Background: an optimization exercise with open tools, aiming at small area and a short achievable clock period. Do not read the settings as production practice.
Function was checked by simulation only, so behaviour that the tests miss may differ from the original.
No activity file was given, so power comes from the tool's default toggle rates.

==> run a <==
// sample_fifo
module sample_fifo #(
   parameter int DEPTH       = sdr_pkg::FIFO_DEPTH,
   parameter int WIDTH       = sdr_pkg::SAMPLE_W,
   parameter int AFULL_LEVEL = DEPTH - 64
) (
   input  logic                   clk,
   input  logic                   rst_n,
   input  logic [WIDTH-1:0]       wr_data,
   input  logic                   wr_en,
   output logic                   full,
   output logic                   almost_full,
   input  logic                   read,
   output logic [WIDTH-1:0]       sample,
   output logic                   empty,
   output logic [$clog2(DEPTH):0] level,
   input  logic                   i_stats_clr,
   output logic [sdr_pkg::STAT_W-1:0]      o_overflow_cnt,
   output logic [sdr_pkg::STAT_W-1:0]      o_underflow_cnt
);
==> flow/config.mk <==
export PLATFORM = sky130hd
export DESIGN_NAME = sample_fifo
export DESIGN_NICKNAME = sample_fifo
export VERILOG_FILES = /design/flow/design.v
export SDC_FILE = /design/flow/constraint.sdc
export NUM_CORES = 4
export LEC_CHECK = 0
export ABC_CLOCK_PERIOD_IN_PS = 2500
export CAP_MARGIN = 20
export CORE_MARGIN = 2
export CORE_UTILIZATION = 55
export CTS_CLUSTER_DIAMETER = 80
export CTS_CLUSTER_SIZE = 30
export SETUP_SLACK_MARGIN = 2.3
export SLEW_MARGIN = 20
export SYNTH_MEMORY_MAX_BITS = 8192
==> flow/constraint.sdc <==
create_clock -name core_clock -period 4.8 [get_ports {clk}]
set_input_delay 0.9600 -clock core_clock [delete_from_list [all_inputs] [get_ports {clk}]]
set_output_delay 0.9600 -clock core_clock [all_outputs]
set_load 0.01 [all_outputs]
standard.sh (not shown) runs the stock make flow with config.mk's settings and CLKGATE_MAP_FILE= SYNTH_SCRIPT=/design/flow/synth_recipe.tcl, a recipe that flattens the netlist after the stock synthesis.
==> flow/flow/run.sh <==
#!/bin/bash
# Layout flow: the standard ORFS flow (standard.sh, unchanged synthesis and
# layout steps), with the port buffers that placement inserts on every input
# and output made plain buffers (sky130_fd_sc_hd__buf_4) instead of the delay
# buffer buffer_ports picks by default. Each make run's full output goes to
# its own log file in this folder.
set -euo pipefail
bash standard.sh "BUFFER_PORTS_ARGS=-buffer_cell sky130_fd_sc_hd__buf_4" finish > flow_standard.log 2>&1
==> inputs of run b, as changes to run a <==
--- a/flow/design.v
+++ b/flow/design.v
@@ -9,33 +9,33 @@
    parameter int WIDTH = 8,
    parameter int NB    = 16
 ) (
    input  logic                                   clk,
    input  logic                                   i_we,
    input  logic                                   i_push,
    input  logic [$clog2(DEPTH)-1:0]               i_waddr,
    input  logic [NB-1:0]                          i_wlo,
-   input  logic [DEPTH/NB-1:0]                    i_whi_n,
+   input  logic [DEPTH/NB-1:0]                    i_whi,
    input  logic [WIDTH-1:0]                       i_wdata,
    input  logic [NB-1:0][$clog2(DEPTH/NB)-1:0]    i_baddr,
    output logic [NB-1:0][WIDTH-1:0]               o_pre
 );
    localparam int AW = $clog2(DEPTH);
    localparam int BW = $clog2(NB);
    localparam int RW = AW - BW;
    localparam int NW = DEPTH / NB;         
    logic [WIDTH-1:0] w_word [NB][NW];
-   logic [NB-1:0]    w_wlo_n;
-   assign w_wlo_n = ~(i_wlo & {NB{i_we}});
+   logic [NB-1:0]    w_wlo_push;           
+   assign w_wlo_push = i_wlo & {NB{i_push}};
    for (genvar i = 0; i < DEPTH; i++) begin : g_word
       logic             w_sel, w_hold;
       logic [WIDTH-1:0] r_q;
-      assign w_sel  = ~(w_wlo_n[i % NB] | i_whi_n[i / NB]);
-      assign w_hold = ~(w_sel & i_push);
+      assign w_sel  = i_wlo[i % NB] & i_whi[i / NB];
+      assign w_hold = ~(w_wlo_push[i % NB] & i_whi[i / NB]);
       always_ff @(posedge clk)
          r_q <= (r_q & {WIDTH{w_hold}}) | (i_wdata & {WIDTH{w_sel}});
       assign w_word[i % NB][i / NB] = r_q;
    end
    for (genvar b = 0; b < NB; b++) begin : g_bank
       logic [WIDTH-1:0] w_node [2*NW-1];
       logic [WIDTH-1:0] r_pre;
       logic             w_hit;
@@ -92,57 +92,61 @@
       logic c;
       c = 1'b1;
       for (int k = 0; k < LW; k++) begin
          f_dec[k] = x[k] ^ c;
          c        = c & ~x[k];
       end
    endfunction
    logic [AW-1:0]            r_wr_ptr;
-   logic [NB-1:0]            r_wlo;        
-   logic [NW-1:0]            r_whi_n;      
+   localparam logic [NB-1:0] WLO0 = NB'(1);
+   localparam logic [NW-1:0] WHI0 = NW'(1);
+   logic [NB-1:0]            r_wlo_x, w_wlo, w_wlo_nxt;
+   logic [NW-1:0]            r_whi_x, w_whi;
    logic [BW-1:0]            r_rd_bank;    
    logic [NB-1:0][RW-1:0]    r_bank_addr;  
    logic [NB-1:0][WIDTH-1:0] w_pre;
    logic [LW-1:0] r_level, r_level_p1, r_level_m1;
    logic          r_empty, r_full, r_afull;
-   logic          r_can_wr, r_can_rd;      
+   logic          r_full_i, r_can_rd;      
    logic          w_wr, w_rd, w_up, w_dn, w_empty_nxt, w_full_nxt;
    logic [WIDTH-1:0] r_sample;
-   assign w_wr        = wr_en & r_can_wr;
+   assign w_wr        = wr_en & ~r_full_i;
    assign w_rd        = read & r_can_rd;
    assign w_up        = w_wr & ~w_rd;
    assign w_dn        = w_rd & ~w_wr;
    assign w_empty_nxt = w_up ? 1'b0 : (w_dn ? r_level == LW'(1) : ~r_can_rd);
-   assign w_full_nxt  = w_up ? r_level == LW'(DEPTH-1) : (w_dn ? 1'b0 : ~r_can_wr);
+   assign w_full_nxt  = w_up ? r_level == LW'(DEPTH-1) : (w_dn ? 1'b0 : r_full_i);
+   assign w_wlo       = r_wlo_x ^ WLO0;
+   assign w_whi       = r_whi_x ^ WHI0;
+   assign w_wlo_nxt   = NB'(1) << (w_wr ? r_wr_ptr[BW-1:0] + 1'b1 : r_wr_ptr[BW-1:0]);
    assign level       = r_level;
    assign empty       = r_empty;
    assign full        = r_full;
    assign almost_full = r_afull;
    assign sample      = r_sample;
    always_ff @(posedge clk or negedge rst_n)
       if (!rst_n) begin
          r_wr_ptr    <= '0;
-         r_wlo       <= NB'(1);
-         r_whi_n     <= {{(NW-1){1'b1}}, 1'b0};
+         r_wlo_x     <= '0;
+         r_whi_x     <= '0;
          r_rd_bank   <= '0;
          r_level     <= '0;
          r_level_p1  <= LW'(1);
          r_level_m1  <= '1;
          r_empty     <= 1'b1;
          r_full      <= 1'b0;
-         r_can_wr    <= 1'b1;
+         r_full_i    <= 1'b0;
          r_can_rd    <= 1'b0;
          r_afull     <= 1'b0;
          r_sample    <= '0;
       end else begin
          if (w_wr) begin
             r_wr_ptr <= r_wr_ptr + 1'b1;
-            r_wlo    <= {r_wlo[NB-2:0], r_wlo[NB-1]};
-            if (r_wlo[NB-1]) r_whi_n <= {r_whi_n[NW-2:0], r_whi_n[NW-1]};
+            if (&r_wr_ptr[BW-1:0]) r_whi_x <= {w_whi[NW-2:0], w_whi[NW-1]} ^ WHI0;
          end
          if (w_rd) begin
             r_rd_bank <= r_rd_bank + 1'b1;
             r_sample  <= w_pre[r_rd_bank];
          end
          if (w_up) begin
             r_level    <= r_level_p1;
             r_level_p1 <= f_inc(r_level_p1);
@@ -150,43 +154,44 @@
          end else if (w_dn) begin
             r_level    <= r_level_m1;
             r_level_p1 <= r_level;
             r_level_m1 <= f_dec(r_level_m1);
          end
          r_empty  <= w_empty_nxt;
          r_full   <= w_full_nxt;
          r_can_rd <= ~w_empty_nxt;
-         r_can_wr <= ~w_full_nxt;
+         r_full_i <= w_up ? r_level_p1 == LW'(DEPTH) : (w_dn ? 1'b0 : r_full_i);
+         r_wlo_x  <= (w_wlo_nxt & {NB{~w_full_nxt}}) ^ WLO0;
          r_afull  <= w_up ? r_level >= LW'(AFULL_LEVEL-1) :
                      (w_dn ? r_level >= LW'(AFULL_LEVEL+1) : r_afull);
       end
    for (genvar b = 0; b < NB; b++) begin : g_baddr
       always_ff @(posedge clk or negedge rst_n)
          if (!rst_n) r_bank_addr[b] <= '0;
          else if (w_rd && r_rd_bank == BW'(b)) r_bank_addr[b] <= r_bank_addr[b] + 1'b1;
    end
    fifo_ram #(.DEPTH(DEPTH), .WIDTH(WIDTH), .NB(NB)) u_ram (
       .clk     (clk),
-      .i_we    (r_can_wr),
+      .i_we    (~r_full_i),
       .i_push  (wr_en),
       .i_waddr (r_wr_ptr),
-      .i_wlo   (r_wlo),
-      .i_whi_n (r_whi_n),
+      .i_wlo   (w_wlo),
+      .i_whi   (w_whi),
       .i_wdata (wr_data),
       .i_baddr (r_bank_addr),
       .o_pre   (w_pre)
    );
    logic [sdr_pkg::STAT_W-1:0] r_ovf_cnt, r_udf_cnt;
    always_ff @(posedge clk or negedge rst_n)
       if (!rst_n) begin
          r_ovf_cnt <= '0;
          r_udf_cnt <= '0;
       end else if (i_stats_clr) begin
          r_ovf_cnt <= '0;
          r_udf_cnt <= '0;
       end else begin
-         if (wr_en & ~r_can_wr & ~&r_ovf_cnt) r_ovf_cnt <= r_ovf_cnt + 1'b1;
+         if (wr_en & r_full_i & ~&r_ovf_cnt) r_ovf_cnt <= r_ovf_cnt + 1'b1;
          if (read & ~r_can_rd & ~&r_udf_cnt) r_udf_cnt <= r_udf_cnt + 1'b1;
       end
    assign o_overflow_cnt  = r_ovf_cnt;
    assign o_underflow_cnt = r_udf_cnt;
 endmodule
==> flow/config.mk (replaced) <==
export PLATFORM = sky130hd
export DESIGN_NAME = sample_fifo
export DESIGN_NICKNAME = sample_fifo
export VERILOG_FILES = /design/flow/design.v
export SDC_FILE = /design/flow/constraint.sdc
export NUM_CORES = 4
export LEC_CHECK = 0
export ABC_CLOCK_PERIOD_IN_PS = 2500
export CAP_MARGIN = 20
export CORE_MARGIN = 2
export CORE_UTILIZATION = 65
export CTS_CLUSTER_DIAMETER = 80
export CTS_CLUSTER_SIZE = 30
export SETUP_SLACK_MARGIN = 2.4
export SLEW_MARGIN = 20
export SYNTH_MEMORY_MAX_BITS = 8192
==> inputs of run c, as changes to run a <==
--- a/flow/design.v
+++ b/flow/design.v
@@ -9,33 +9,33 @@
    parameter int WIDTH = 8,
    parameter int NB    = 16
 ) (
    input  logic                                   clk,
    input  logic                                   i_we,
    input  logic                                   i_push,
    input  logic [$clog2(DEPTH)-1:0]               i_waddr,
    input  logic [NB-1:0]                          i_wlo,
-   input  logic [DEPTH/NB-1:0]                    i_whi_n,
+   input  logic [DEPTH/NB-1:0]                    i_whi,
    input  logic [WIDTH-1:0]                       i_wdata,
    input  logic [NB-1:0][$clog2(DEPTH/NB)-1:0]    i_baddr,
    output logic [NB-1:0][WIDTH-1:0]               o_pre
 );
    localparam int AW = $clog2(DEPTH);
    localparam int BW = $clog2(NB);
    localparam int RW = AW - BW;
    localparam int NW = DEPTH / NB;         
    logic [WIDTH-1:0] w_word [NB][NW];
-   logic [NB-1:0]    w_wlo_n;
-   assign w_wlo_n = ~(i_wlo & {NB{i_we}});
+   logic [NB-1:0]    w_wlo_push;           
+   assign w_wlo_push = i_wlo & {NB{i_push}};
    for (genvar i = 0; i < DEPTH; i++) begin : g_word
       logic             w_sel, w_hold;
       logic [WIDTH-1:0] r_q;
-      assign w_sel  = ~(w_wlo_n[i % NB] | i_whi_n[i / NB]);
-      assign w_hold = ~(w_sel & i_push);
+      assign w_sel  = i_wlo[i % NB] & i_whi[i / NB];
+      assign w_hold = ~(w_wlo_push[i % NB] & i_whi[i / NB]);
       always_ff @(posedge clk)
          r_q <= (r_q & {WIDTH{w_hold}}) | (i_wdata & {WIDTH{w_sel}});
       assign w_word[i % NB][i / NB] = r_q;
    end
    for (genvar b = 0; b < NB; b++) begin : g_bank
       logic [WIDTH-1:0] w_node [2*NW-1];
       logic [WIDTH-1:0] r_pre;
       logic             w_hit;
@@ -92,57 +92,61 @@
       logic c;
       c = 1'b1;
       for (int k = 0; k < LW; k++) begin
          f_dec[k] = x[k] ^ c;
          c        = c & ~x[k];
       end
    endfunction
    logic [AW-1:0]            r_wr_ptr;
-   logic [NB-1:0]            r_wlo;        
-   logic [NW-1:0]            r_whi_n;      
+   localparam logic [NB-1:0] WLO0 = NB'(1);
+   localparam logic [NW-1:0] WHI0 = NW'(1);
+   logic [NB-1:0]            r_wlo_x, w_wlo, w_wlo_nxt;
+   logic [NW-1:0]            r_whi_x, w_whi;
    logic [BW-1:0]            r_rd_bank;    
    logic [NB-1:0][RW-1:0]    r_bank_addr;  
    logic [NB-1:0][WIDTH-1:0] w_pre;
    logic [LW-1:0] r_level, r_level_p1, r_level_m1;
    logic          r_empty, r_full, r_afull;
-   logic          r_can_wr, r_can_rd;      
+   logic          r_full_i, r_can_rd;      
    logic          w_wr, w_rd, w_up, w_dn, w_empty_nxt, w_full_nxt;
    logic [WIDTH-1:0] r_sample;
-   assign w_wr        = wr_en & r_can_wr;
+   assign w_wr        = wr_en & ~r_full_i;
    assign w_rd        = read & r_can_rd;
    assign w_up        = w_wr & ~w_rd;
    assign w_dn        = w_rd & ~w_wr;
    assign w_empty_nxt = w_up ? 1'b0 : (w_dn ? r_level == LW'(1) : ~r_can_rd);
-   assign w_full_nxt  = w_up ? r_level == LW'(DEPTH-1) : (w_dn ? 1'b0 : ~r_can_wr);
+   assign w_full_nxt  = w_up ? r_level == LW'(DEPTH-1) : (w_dn ? 1'b0 : r_full_i);
+   assign w_wlo       = r_wlo_x ^ WLO0;
+   assign w_whi       = r_whi_x ^ WHI0;
+   assign w_wlo_nxt   = NB'(1) << (w_wr ? r_wr_ptr[BW-1:0] + 1'b1 : r_wr_ptr[BW-1:0]);
    assign level       = r_level;
    assign empty       = r_empty;
    assign full        = r_full;
    assign almost_full = r_afull;
    assign sample      = r_sample;
    always_ff @(posedge clk or negedge rst_n)
       if (!rst_n) begin
          r_wr_ptr    <= '0;
-         r_wlo       <= NB'(1);
-         r_whi_n     <= {{(NW-1){1'b1}}, 1'b0};
+         r_wlo_x     <= '0;
+         r_whi_x     <= '0;
          r_rd_bank   <= '0;
          r_level     <= '0;
          r_level_p1  <= LW'(1);
          r_level_m1  <= '1;
          r_empty     <= 1'b1;
          r_full      <= 1'b0;
-         r_can_wr    <= 1'b1;
+         r_full_i    <= 1'b0;
          r_can_rd    <= 1'b0;
          r_afull     <= 1'b0;
          r_sample    <= '0;
       end else begin
          if (w_wr) begin
             r_wr_ptr <= r_wr_ptr + 1'b1;
-            r_wlo    <= {r_wlo[NB-2:0], r_wlo[NB-1]};
-            if (r_wlo[NB-1]) r_whi_n <= {r_whi_n[NW-2:0], r_whi_n[NW-1]};
+            if (&r_wr_ptr[BW-1:0]) r_whi_x <= {w_whi[NW-2:0], w_whi[NW-1]} ^ WHI0;
          end
          if (w_rd) begin
             r_rd_bank <= r_rd_bank + 1'b1;
             r_sample  <= w_pre[r_rd_bank];
          end
          if (w_up) begin
             r_level    <= r_level_p1;
             r_level_p1 <= f_inc(r_level_p1);
@@ -150,43 +154,44 @@
          end else if (w_dn) begin
             r_level    <= r_level_m1;
             r_level_p1 <= r_level;
             r_level_m1 <= f_dec(r_level_m1);
          end
          r_empty  <= w_empty_nxt;
          r_full   <= w_full_nxt;
          r_can_rd <= ~w_empty_nxt;
-         r_can_wr <= ~w_full_nxt;
+         r_full_i <= w_up ? r_level_p1 == LW'(DEPTH) : (w_dn ? 1'b0 : r_full_i);
+         r_wlo_x  <= (w_wlo_nxt & {NB{~w_full_nxt}}) ^ WLO0;
          r_afull  <= w_up ? r_level >= LW'(AFULL_LEVEL-1) :
                      (w_dn ? r_level >= LW'(AFULL_LEVEL+1) : r_afull);
       end
    for (genvar b = 0; b < NB; b++) begin : g_baddr
       always_ff @(posedge clk or negedge rst_n)
          if (!rst_n) r_bank_addr[b] <= '0;
          else if (w_rd && r_rd_bank == BW'(b)) r_bank_addr[b] <= r_bank_addr[b] + 1'b1;
    end
    fifo_ram #(.DEPTH(DEPTH), .WIDTH(WIDTH), .NB(NB)) u_ram (
       .clk     (clk),
-      .i_we    (r_can_wr),
+      .i_we    (~r_full_i),
       .i_push  (wr_en),
       .i_waddr (r_wr_ptr),
-      .i_wlo   (r_wlo),
-      .i_whi_n (r_whi_n),
+      .i_wlo   (w_wlo),
+      .i_whi   (w_whi),
       .i_wdata (wr_data),
       .i_baddr (r_bank_addr),
       .o_pre   (w_pre)
    );
    logic [sdr_pkg::STAT_W-1:0] r_ovf_cnt, r_udf_cnt;
    always_ff @(posedge clk or negedge rst_n)
       if (!rst_n) begin
          r_ovf_cnt <= '0;
          r_udf_cnt <= '0;
       end else if (i_stats_clr) begin
          r_ovf_cnt <= '0;
          r_udf_cnt <= '0;
       end else begin
-         if (wr_en & ~r_can_wr & ~&r_ovf_cnt) r_ovf_cnt <= r_ovf_cnt + 1'b1;
+         if (wr_en & r_full_i & ~&r_ovf_cnt) r_ovf_cnt <= r_ovf_cnt + 1'b1;
          if (read & ~r_can_rd & ~&r_udf_cnt) r_udf_cnt <= r_udf_cnt + 1'b1;
       end
    assign o_overflow_cnt  = r_ovf_cnt;
    assign o_underflow_cnt = r_udf_cnt;
 endmodule
==> flow/flow/run.sh (replaced) <==
#!/bin/bash
# Layout flow: the standard ORFS flow (standard.sh, unchanged synthesis and
# layout steps), with the port buffers that placement inserts on every input
# and output made plain buffers (sky130_fd_sc_hd__buf_4) instead of the delay
# buffer buffer_ports picks by default, and more rounds of antenna repair after
# detailed routing. The make run's full output goes to flow_standard.log in
# this folder (ORFS also keeps each step's log under orfs/logs).
set -euo pipefail
bash standard.sh "BUFFER_PORTS_ARGS=-buffer_cell sky130_fd_sc_hd__buf_4" \
   MAX_REPAIR_ANTENNAS_ITER_DRT=10 finish > flow_standard.log 2>&1
==> flow/config.mk (replaced) <==
export PLATFORM = sky130hd
export DESIGN_NAME = sample_fifo
export DESIGN_NICKNAME = sample_fifo
export VERILOG_FILES = /design/flow/design.v
export SDC_FILE = /design/flow/constraint.sdc
export NUM_CORES = 4
export LEC_CHECK = 0
export ABC_CLOCK_PERIOD_IN_PS = 2500
export CAP_MARGIN = 20
export CORE_MARGIN = 2
export CORE_UTILIZATION = 62
export CTS_CLUSTER_DIAMETER = 80
export CTS_CLUSTER_SIZE = 30
export SETUP_SLACK_MARGIN = 2.4
export SLEW_MARGIN = 20
export SYNTH_MEMORY_MAX_BITS = 8192
==> inputs of run d, as changes to run a <==
--- a/flow/design.v
+++ b/flow/design.v
@@ -9,33 +9,33 @@
    parameter int WIDTH = 8,
    parameter int NB    = 16
 ) (
    input  logic                                   clk,
    input  logic                                   i_we,
    input  logic                                   i_push,
    input  logic [$clog2(DEPTH)-1:0]               i_waddr,
    input  logic [NB-1:0]                          i_wlo,
-   input  logic [DEPTH/NB-1:0]                    i_whi_n,
+   input  logic [DEPTH/NB-1:0]                    i_whi,
    input  logic [WIDTH-1:0]                       i_wdata,
    input  logic [NB-1:0][$clog2(DEPTH/NB)-1:0]    i_baddr,
    output logic [NB-1:0][WIDTH-1:0]               o_pre
 );
    localparam int AW = $clog2(DEPTH);
    localparam int BW = $clog2(NB);
    localparam int RW = AW - BW;
    localparam int NW = DEPTH / NB;         
    logic [WIDTH-1:0] w_word [NB][NW];
-   logic [NB-1:0]    w_wlo_n;
-   assign w_wlo_n = ~(i_wlo & {NB{i_we}});
+   logic [NB-1:0]    w_wlo_push;           
+   assign w_wlo_push = i_wlo & {NB{i_push}};
    for (genvar i = 0; i < DEPTH; i++) begin : g_word
       logic             w_sel, w_hold;
       logic [WIDTH-1:0] r_q;
-      assign w_sel  = ~(w_wlo_n[i % NB] | i_whi_n[i / NB]);
-      assign w_hold = ~(w_sel & i_push);
+      assign w_sel  = i_wlo[i % NB] & i_whi[i / NB];
+      assign w_hold = ~(w_wlo_push[i % NB] & i_whi[i / NB]);
       always_ff @(posedge clk)
          r_q <= (r_q & {WIDTH{w_hold}}) | (i_wdata & {WIDTH{w_sel}});
       assign w_word[i % NB][i / NB] = r_q;
    end
    for (genvar b = 0; b < NB; b++) begin : g_bank
       logic [WIDTH-1:0] w_node [2*NW-1];
       logic [WIDTH-1:0] r_pre;
       logic             w_hit;
@@ -92,57 +92,61 @@
       logic c;
       c = 1'b1;
       for (int k = 0; k < LW; k++) begin
          f_dec[k] = x[k] ^ c;
          c        = c & ~x[k];
       end
    endfunction
    logic [AW-1:0]            r_wr_ptr;
-   logic [NB-1:0]            r_wlo;        
-   logic [NW-1:0]            r_whi_n;      
+   localparam logic [NB-1:0] WLO0 = NB'(1);
+   localparam logic [NW-1:0] WHI0 = NW'(1);
+   logic [NB-1:0]            r_wlo_x, w_wlo, w_wlo_nxt;
+   logic [NW-1:0]            r_whi_x, w_whi;
    logic [BW-1:0]            r_rd_bank;    
    logic [NB-1:0][RW-1:0]    r_bank_addr;  
    logic [NB-1:0][WIDTH-1:0] w_pre;
    logic [LW-1:0] r_level, r_level_p1, r_level_m1;
    logic          r_empty, r_full, r_afull;
-   logic          r_can_wr, r_can_rd;      
+   logic          r_full_i, r_can_rd;      
    logic          w_wr, w_rd, w_up, w_dn, w_empty_nxt, w_full_nxt;
    logic [WIDTH-1:0] r_sample;
-   assign w_wr        = wr_en & r_can_wr;
+   assign w_wr        = wr_en & ~r_full_i;
    assign w_rd        = read & r_can_rd;
    assign w_up        = w_wr & ~w_rd;
    assign w_dn        = w_rd & ~w_wr;
    assign w_empty_nxt = w_up ? 1'b0 : (w_dn ? r_level == LW'(1) : ~r_can_rd);
-   assign w_full_nxt  = w_up ? r_level == LW'(DEPTH-1) : (w_dn ? 1'b0 : ~r_can_wr);
+   assign w_full_nxt  = w_up ? r_level == LW'(DEPTH-1) : (w_dn ? 1'b0 : r_full_i);
+   assign w_wlo       = r_wlo_x ^ WLO0;
+   assign w_whi       = r_whi_x ^ WHI0;
+   assign w_wlo_nxt   = NB'(1) << (w_wr ? r_wr_ptr[BW-1:0] + 1'b1 : r_wr_ptr[BW-1:0]);
    assign level       = r_level;
    assign empty       = r_empty;
    assign full        = r_full;
    assign almost_full = r_afull;
    assign sample      = r_sample;
    always_ff @(posedge clk or negedge rst_n)
       if (!rst_n) begin
          r_wr_ptr    <= '0;
-         r_wlo       <= NB'(1);
-         r_whi_n     <= {{(NW-1){1'b1}}, 1'b0};
+         r_wlo_x     <= '0;
+         r_whi_x     <= '0;
          r_rd_bank   <= '0;
          r_level     <= '0;
          r_level_p1  <= LW'(1);
          r_level_m1  <= '1;
          r_empty     <= 1'b1;
          r_full      <= 1'b0;
-         r_can_wr    <= 1'b1;
+         r_full_i    <= 1'b0;
          r_can_rd    <= 1'b0;
          r_afull     <= 1'b0;
          r_sample    <= '0;
       end else begin
          if (w_wr) begin
             r_wr_ptr <= r_wr_ptr + 1'b1;
-            r_wlo    <= {r_wlo[NB-2:0], r_wlo[NB-1]};
-            if (r_wlo[NB-1]) r_whi_n <= {r_whi_n[NW-2:0], r_whi_n[NW-1]};
+            if (&r_wr_ptr[BW-1:0]) r_whi_x <= {w_whi[NW-2:0], w_whi[NW-1]} ^ WHI0;
          end
          if (w_rd) begin
             r_rd_bank <= r_rd_bank + 1'b1;
             r_sample  <= w_pre[r_rd_bank];
          end
          if (w_up) begin
             r_level    <= r_level_p1;
             r_level_p1 <= f_inc(r_level_p1);
@@ -150,43 +154,44 @@
          end else if (w_dn) begin
             r_level    <= r_level_m1;
             r_level_p1 <= r_level;
             r_level_m1 <= f_dec(r_level_m1);
          end
          r_empty  <= w_empty_nxt;
          r_full   <= w_full_nxt;
          r_can_rd <= ~w_empty_nxt;
-         r_can_wr <= ~w_full_nxt;
+         r_full_i <= w_up ? r_level_p1 == LW'(DEPTH) : (w_dn ? 1'b0 : r_full_i);
+         r_wlo_x  <= (w_wlo_nxt & {NB{~w_full_nxt}}) ^ WLO0;
          r_afull  <= w_up ? r_level >= LW'(AFULL_LEVEL-1) :
                      (w_dn ? r_level >= LW'(AFULL_LEVEL+1) : r_afull);
       end
    for (genvar b = 0; b < NB; b++) begin : g_baddr
       always_ff @(posedge clk or negedge rst_n)
          if (!rst_n) r_bank_addr[b] <= '0;
          else if (w_rd && r_rd_bank == BW'(b)) r_bank_addr[b] <= r_bank_addr[b] + 1'b1;
    end
    fifo_ram #(.DEPTH(DEPTH), .WIDTH(WIDTH), .NB(NB)) u_ram (
       .clk     (clk),
-      .i_we    (r_can_wr),
+      .i_we    (~r_full_i),
       .i_push  (wr_en),
       .i_waddr (r_wr_ptr),
-      .i_wlo   (r_wlo),
-      .i_whi_n (r_whi_n),
+      .i_wlo   (w_wlo),
+      .i_whi   (w_whi),
       .i_wdata (wr_data),
       .i_baddr (r_bank_addr),
       .o_pre   (w_pre)
    );
    logic [sdr_pkg::STAT_W-1:0] r_ovf_cnt, r_udf_cnt;
    always_ff @(posedge clk or negedge rst_n)
       if (!rst_n) begin
          r_ovf_cnt <= '0;
          r_udf_cnt <= '0;
       end else if (i_stats_clr) begin
          r_ovf_cnt <= '0;
          r_udf_cnt <= '0;
       end else begin
-         if (wr_en & ~r_can_wr & ~&r_ovf_cnt) r_ovf_cnt <= r_ovf_cnt + 1'b1;
+         if (wr_en & r_full_i & ~&r_ovf_cnt) r_ovf_cnt <= r_ovf_cnt + 1'b1;
          if (read & ~r_can_rd & ~&r_udf_cnt) r_udf_cnt <= r_udf_cnt + 1'b1;
       end
    assign o_overflow_cnt  = r_ovf_cnt;
    assign o_underflow_cnt = r_udf_cnt;
 endmodule
==> flow/flow/run.sh (replaced) <==
#!/bin/bash
# Layout flow: the standard ORFS flow (standard.sh, unchanged synthesis and
# layout steps), with the port buffers that placement inserts on every input
# and output made plain buffers (sky130_fd_sc_hd__buf_4) instead of the delay
# buffer buffer_ports picks by default, and more rounds of antenna repair after
# detailed routing. The make run's full output goes to flow_standard.log in
# this folder (ORFS also keeps each step's log under orfs/logs).
set -euo pipefail
bash standard.sh "BUFFER_PORTS_ARGS=-buffer_cell sky130_fd_sc_hd__buf_4" \
   MAX_REPAIR_ANTENNAS_ITER_DRT=10 finish > flow_standard.log 2>&1
==> flow/config.mk (replaced) <==
export PLATFORM = sky130hd
export DESIGN_NAME = sample_fifo
export DESIGN_NICKNAME = sample_fifo
export VERILOG_FILES = /design/flow/design.v
export SDC_FILE = /design/flow/constraint.sdc
export NUM_CORES = 4
export LEC_CHECK = 0
export ABC_CLOCK_PERIOD_IN_PS = 2500
export CAP_MARGIN = 20
export CORE_MARGIN = 2
export CORE_UTILIZATION = 65
export CTS_CLUSTER_DIAMETER = 80
export CTS_CLUSTER_SIZE = 30
export SETUP_SLACK_MARGIN = 2.35
export SLEW_MARGIN = 20
export SYNTH_MEMORY_MAX_BITS = 8192
==> comparison table <==
|  | run a | run d | run b | run c |
|---|---|---|---|---|
| Syn Inst Count | 13660 | 14110 | 14110 | 14110 |
| Via density per instance | 7.073 | 7.460 | 7.496 | 7.375 |
| Overall power consumption | 59.38 mW | 85.24 mW | 86.02 mW | 87.73 mW |
| Number of logic inverters in the finished layout | 38 | 44 | 44 | 44 |
| Adder-cell area share of the yosys netlist | 0.3226% | 0.3230% | 0.3230% | 0.3230% |
| Antenna viol nets, final | 0 | 0 | 1 | 0 |
| Run status | complete, no violations | complete, no violations | complete, but fails checks | complete, no violations |
| Layout check failures | - | - | antenna violations | - |
| Nature of the critical path endpoint | flop | output port | output port | flop |
| Initial core utilization | 55.26% | 65.18% | 65.18% | 62.34% |
| Cell internal power dissipation | 45.77 mW | 57.50 mW | 57.93 mW | 59.01 mW |
| DR pass1 iterations | 5 | 8 | 6 | 9 |
| Share of the final layout cell area in sequential cells | 48.07% | 48.85% | 48.60% | 48.16% |
| Area after DPL | 174700 um^2 | 175200 um^2 | 175400 um^2 | 175600 um^2 |
| Cell type with the highest occurrence count on the critical path | sky130_fd_sc_hd__nand2_1 | - | - | sky130_fd_sc_hd__o211ai_1 |
| Slowest stage cell, crit path | sky130_fd_sc_hd__dfstp_4 | sky130_fd_sc_hd__dfrtp_2 | sky130_fd_sc_hd__dfrtp_2 | sky130_fd_sc_hd__dfrtp_4 |
| Sequential power | 36.9 mW | 42.8 mW | 42.9 mW | 42.7 mW |

==> afterwards: timing with drivers on the ports <==
The results above use ideal ports. As a check the final layouts listed here were re-extracted and re-timed, cells and wires unchanged.
Step 1, drivers: a clkbuf_16 drives clk and a buf_2 each remaining input, both assumed.
Step 2 times the ports against the registers' clock, not the clock port: input delays grow and output delays shrink by t, the midpoint of the rising clock arrivals with the driver on.
a / b / c = ideal ports / drivers / drivers and shift; a / b = the first two.
run	shift t [ns]	setup WS [ns]	hold slack, ns	clock arrival spread, ns	worst data-port slew with drivers (ns)	cell pins on the clock port's net
run a	1.033	2.156 / 2.156 / 1.447	0.014 / -0.034 / 0.477	0.049 / 0.048	0.06	1
run b	1.046	2.249 / 2.139 / 1.528	0.409 / 0.327 / 0.479	0.045 / 0.045	0.06	1
run c	1.054	2.048 / 2.048 / 1.293	0.372 / 0.317 / 0.478	0.052 / 0.052	0.08	1
run d	1.008	2.241 / 2.141 / 1.409	0.035 / 0.066 / 0.478	0.057 / 0.057	0.13	1
For run d, which loses most, drivers alone change the setup slack by -0.100 ns; drivers and shift together by -0.832 ns.
